Source: an optimization exercise on an open RTL-to-GDS flow (aim: small area, a short achievable clock period and few clock cycles per item). Production flows keep margins and buffers that such runs may drop.
RTL that was checked went through simulation tests only; none was proved equivalent to the original.
Power and IR drop assume default switching activity.

// quadrature_decoder_velocity_core
module quadrature_decoder_velocity_core
(
    input  wire logic      clk,
    input  wire logic      rst_n,
    input  wire logic      in_valid,
    output logic           in_stall,
    input  wire logic [35:0] in_data_bits,
    output logic           out_valid,
    input  wire logic      out_stall,
    output logic [64:0]    out_data_bits
);
    localparam int FD = 16;              
    localparam int MW = 45;              
    localparam logic [MW-1:0] SCALE    = MW'(15625);              
    localparam logic [MW-1:0] MAG_MAX1 = MW'(45'h1e847fffc2f7);   
    localparam logic [MW-1:0] MAG_MAX2 = MW'(45'h1e847fff85ee);   
    localparam logic [1:0] C_QRY = 2'd0;
    localparam logic [1:0] C_UP  = 2'd1;
    localparam logic [1:0] C_DN  = 2'd2;
    localparam logic [1:0] C_RST = 2'd3;
    logic        ivalid;
    logic [34:0] ibuf;           
    logic        eqz;            
    logic        stall_r;
    logic        proc;           
    logic        in_fire;
    logic [1:0]  in_op;
    logic [31:0] in_time;
    logic        in_up;
    logic        is_query;
    assign in_op    = ibuf[34:33];
    assign in_time  = ibuf[31:0];
    assign in_up    = ibuf[32];
    assign is_query = (in_op == qdv_pkg::OP_QUERY);
    assign in_stall = stall_r;
    assign in_fire  = in_valid && !stall_r;
    logic [1:0]  fifo_mem [FD];
    logic [4:0]  fcnt;
    logic        fne, ffull;     
    logic [1:0]  head;
    logic [1:0]  push_code;
    logic        pop;
    assign head = fifo_mem[0];
    logic          msgn;
    logic [MW-1:0] mag;
    logic          mzero, mmin, mmax;    
    logic [31:0]   snap_time;
    logic [31:0]   dt_now;
    logic          snap_upd;             
    qdv_add #(.N(32)) u_dt (.a(in_time), .b(~snap_time), .ci(1'b1), .y(dt_now), .co());
    logic        busy, done;
    logic [31:0] dv;             
    logic [32:0] rem;            
    logic [32:0] sq;             
    logic [5:0]  cnt;            
    logic        dneg, dzero, dsat;
    logic       proc_keep, proc_pop;
    assign proc_keep = ivalid && !ffull && !(is_query && busy);
    assign proc_pop  = ivalid && !ffull && !(is_query && busy && head != C_QRY);
    assign proc      = pop ? proc_pop : proc_keep;
  ...
Size: roughly 2500 cells after synthesis, roughly 110 I/O pins, ~22000 sq um of cells after synthesis.
make LEC_CHECK=0 CAP_MARGIN=20 CORE_MARGIN=2 CORE_UTILIZATION=55 PLACE_DENSITY=0.65 SETUP_SLACK_MARGIN=4.4 SLEW_MARGIN=20 finish   # period 8.0 ns
run.sh (not shown) runs the stock make flow with config.mk's settings and CLKGATE_MAP_FILE= SYNTH_SCRIPT=/design/flow/synth_recipe.tcl, a recipe that flattens the netlist after the stock synthesis.
Then changed:
--- a/flow/design.v
+++ b/flow/design.v
@@ -122,22 +122,25 @@
             stall_r <= pop ? stall_pop : stall_keep;
             fcnt    <= pop ? fc_pop : fc_keep;
             fne     <= pop ? (fc_pop != '0) : (fc_keep != '0);
             ffull   <= pop ? (fc_pop == 5'(FD)) : (fc_keep == 5'(FD));
             busy    <= pop ? busy_pop : busy_keep;
         end
     end
-    assign eqz = (in_time == snap_time);
+    logic eq_old, eq_new;
+    assign eq_old = (in_data_bits[31:0] == snap_time);
+    assign eq_new = (in_data_bits[31:0] == in_time);
     always_ff @(posedge clk)
     begin
         if (in_fire)
         begin
             ibuf <= {in_data_bits[35:34],
                      in_data_bits[34] ^ (in_data_bits[33] != in_data_bits[32]),
                      in_data_bits[31:0]};
+            eqz  <= snap_upd ? eq_new : eq_old;
         end
     end
     always_comb
     begin
         case (in_op)
             qdv_pkg::OP_EDGE_A, qdv_pkg::OP_EDGE_B: push_code = in_up ? C_UP : C_DN;
             qdv_pkg::OP_QUERY:                      push_code = C_QRY;
@@ -347,22 +350,24 @@
         end
     end
     logic        ovalid;
     logic [31:0] otick;
     logic [31:0] ovel;
     logic        ovv;
     logic        hok;            
-    logic [31:0] tick_t, tick_next;
-    qdv_pand #(.N(32)) u_tick (.x(head[1] ? ~otick : otick), .t(tick_t));
+    logic [31:0] tick_ti, tick_td, tick_next;
+    qdv_pand #(.N(32)) u_tick_i (.x(otick), .t(tick_ti));
+    qdv_pand #(.N(32)) u_tick_d (.x(~otick), .t(tick_td));
     always_comb
     begin
         case (head)
-            C_UP, C_DN: tick_next = otick ^ tick_t;
-            C_RST:      tick_next = '0;
-            default:    tick_next = otick;
+            C_UP:    tick_next = otick ^ tick_ti;
+            C_DN:    tick_next = otick ^ tick_td;
+            C_RST:   tick_next = '0;
+            default: tick_next = otick;
         endcase
     end
     assign hok = fne && (head != C_QRY || done);
     assign pop = hok && (!ovalid || !out_stall);
     always_ff @(posedge clk or negedge rst_n)
     begin
         if (!rst_n)
=>
- combinational power rises by about 2%
- final area rises by 2.4%
- synthesized cell count rises by 0.73%
- setup slack gains 0.19 ns
- final cell count rises by 0.61%
- power rises by 3.7%
- utilization hardly moves
- global-route usage rises by 1.0 points
- non-clock buffer count falls by 21
Testbench counts after the change, summed over its fixed seeds: cycles 32,309, items 24,063.
The RTL of the first run of this note was laid out without a check of its function.

* * *

## run a
Another version of the RTL of quadrature_decoder_velocity_core (not shown whole).
For scale: about 2,500 cells after synthesis, about 330 flip-flops, about 110 I/O pins, roughly 22,000 um2 of cells after synthesis.
clock: 8.0 ns
lec_check: 0
cap_margin: 20
core_margin: 2
core_utilization: 55
cts_cluster_diameter: 80
cts_cluster_size: 20
place_density: 0.65
setup_slack_margin: 4.4
slew_margin: 20
Testbench counts of run a, summed over its fixed seeds: cycles 32,309, items 24,063.
Changes in run b relative to run a:
-- flow/design.v --
<<< run a, line 127
        end
    end
    assign eqz = (in_time == snap_time);
    always_ff @(posedge clk)
    begin
>>> run b, line 127
        end
    end
    logic eq_old, eq_new;
    assign eq_old = (in_data_bits[31:0] == snap_time);
    assign eq_new = (in_data_bits[31:0] == in_time);
    always_ff @(posedge clk)
    begin
<<< run a, line 135
                     in_data_bits[34] ^ (in_data_bits[33] != in_data_bits[32]),
                     in_data_bits[31:0]};
        end
    end
>>> run b, line 137
                     in_data_bits[34] ^ (in_data_bits[33] != in_data_bits[32]),
                     in_data_bits[31:0]};
            eqz  <= snap_upd ? eq_new : eq_old;
        end
    end
<<< run a, line 232
    logic [31:0] dv_hi;          
    logic [31:0] dv_rev;
    logic [32:0] trial;
    logic        tcarry;
    logic        qbit;
    logic        skip16, skip8, skip4, skip2;
>>> run b, line 235
    logic [31:0] dv_hi;          
    logic [31:0] dv_rev;
    logic [33:0] trial;
    logic        qbit;
    logic        skip16, skip8, skip4, skip2;
<<< run a, line 260
        skip2  = !rneg && (cnt >= 6'd2)  && ((rem[31:0] & m2) == '0)  && ((sq[32:31] & dv_hi[1:0]) == '0);
    end
    qdv_add #(.N(33)) u_trial (.a({rem[31:0], sq[32]}),
        .b(rneg ? {1'b0, dv} : ~{1'b0, dv}), .ci(!rneg), .y(trial), .co(tcarry));
    assign qbit = tcarry;
    logic [31:0] quo, quo_t, quo_neg;
    logic [31:0] vel;
>>> run b, line 262
        skip2  = !rneg && (cnt >= 6'd2)  && ((rem[31:0] & m2) == '0)  && ((sq[32:31] & dv_hi[1:0]) == '0);
    end
    qdv_add #(.N(34)) u_trial (.a({rem, sq[32]}),
        .b(rneg ? {2'b00, dv} : ~{2'b00, dv}), .ci(!rneg), .y(trial), .co());
    assign qbit = !trial[33];
    logic [31:0] quo, quo_t, quo_neg;
    logic [31:0] vel;
<<< run a, line 340
            else
            begin
                rem <= {!tcarry, trial[31:0]};
                sq  <= {sq[31:0], qbit};
                cnt <= cnt - 6'd1;
>>> run b, line 342
            else
            begin
                rem <= trial[32:0];
                sq  <= {sq[31:0], qbit};
                cnt <= cnt - 6'd1;
<<< run a, line 353
    logic        ovv;
    logic        hok;            
    logic [31:0] tick_t, tick_next;
    qdv_pand #(.N(32)) u_tick (.x(head[1] ? ~otick : otick), .t(tick_t));
    always_comb
    begin
        case (head)
            C_UP, C_DN: tick_next = otick ^ tick_t;
            C_RST:      tick_next = '0;
            default:    tick_next = otick;
        endcase
    end
>>> run b, line 355
    logic        ovv;
    logic        hok;            
    logic [31:0] tick_ti, tick_td, tick_next;
    qdv_pand #(.N(32)) u_tick_i (.x(otick), .t(tick_ti));
    qdv_pand #(.N(32)) u_tick_d (.x(~otick), .t(tick_td));
    always_comb
    begin
        case (head)
            C_UP:    tick_next = otick ^ tick_ti;
            C_DN:    tick_next = otick ^ tick_td;
            C_RST:   tick_next = '0;
            default: tick_next = otick;
        endcase
    end
### Flow results
- Run b closes out successfully: all stages finished, all timing, DRC and antenna checks passed.
- Taking run a as the reference point, the die area of run b rises by about 1.3%.
- Against run a, HPWL reported at the end of detailed placement in run b fell slightly.
- Number of cells on the worst hold path: run b < run a
- Run b has more setup slack than run a.
- Higher detailed-routing wirelength on met1 among run b and run a: run b
- Total number of placement rows: run b vs run a identical
- Against run a as the reference, run b delivers a lower routed length on met3.
- Compared with run a, run b shows a utilization that is 0.43 points higher.
- The number of instances in the synthesized netlist in run b was lower than what run a gave.
- When run b is set beside run a, its number of cells in the design after placement turns out to be 9 smaller.
- Final estimated routing congestion in global placement sits lower in run b than in run a.
- Number of inserted filler cells in the final layout (run b vs. run a) increases slightly
- Actual slew at the worst max-slew pin delta for run b relative to run a: 190 ps lower
- Compared with run a, run b is hungrier on power.
Testbench counts of run b, summed over its fixed seeds: cycles 32,309, items 24,063.

==> afterwards: timing with drivers on the ports <==
No port has a modelled driver above. Below, the same layouts with a new extraction and two added sets of constraints. Step 1 assumes that a clkbuf_16 drives the clock port and a buf_2 every other input. Step 2 adds t to the input delays and takes it off the output delays; t is the mean of the earliest and latest rising clock arrival at the registers after step 1. Input paths then give back, and output paths get back, about the clock's delay inside the block. Slacks: ideal ports / drivers / drivers and shift; pairs: ideal ports / drivers.
run	t, ns	setup slack, ns	worst setup path after step 2	slew at the worst register clock pin (ns)	pins driven straight from the clock port
the first run of note 1	0.615	4.217 / 4.217 / 3.902	input to register	0.06 / 0.06	1
the second run of note 1	0.620	4.403 / 4.403 / 4.156	input to register	0.06 / 0.06	1
run a	0.619	4.271 / 4.271 / 4.170	input to register	0.09 / 0.09	1
run b	0.643	4.378 / 4.378 / 4.164	input to register	0.09 / 0.09	1
After both steps setup and hold are still met in every run listed. For the first run of note 1, which loses most, drivers alone change the setup slack by 0.000 ns; drivers and shift together by -0.315 ns.
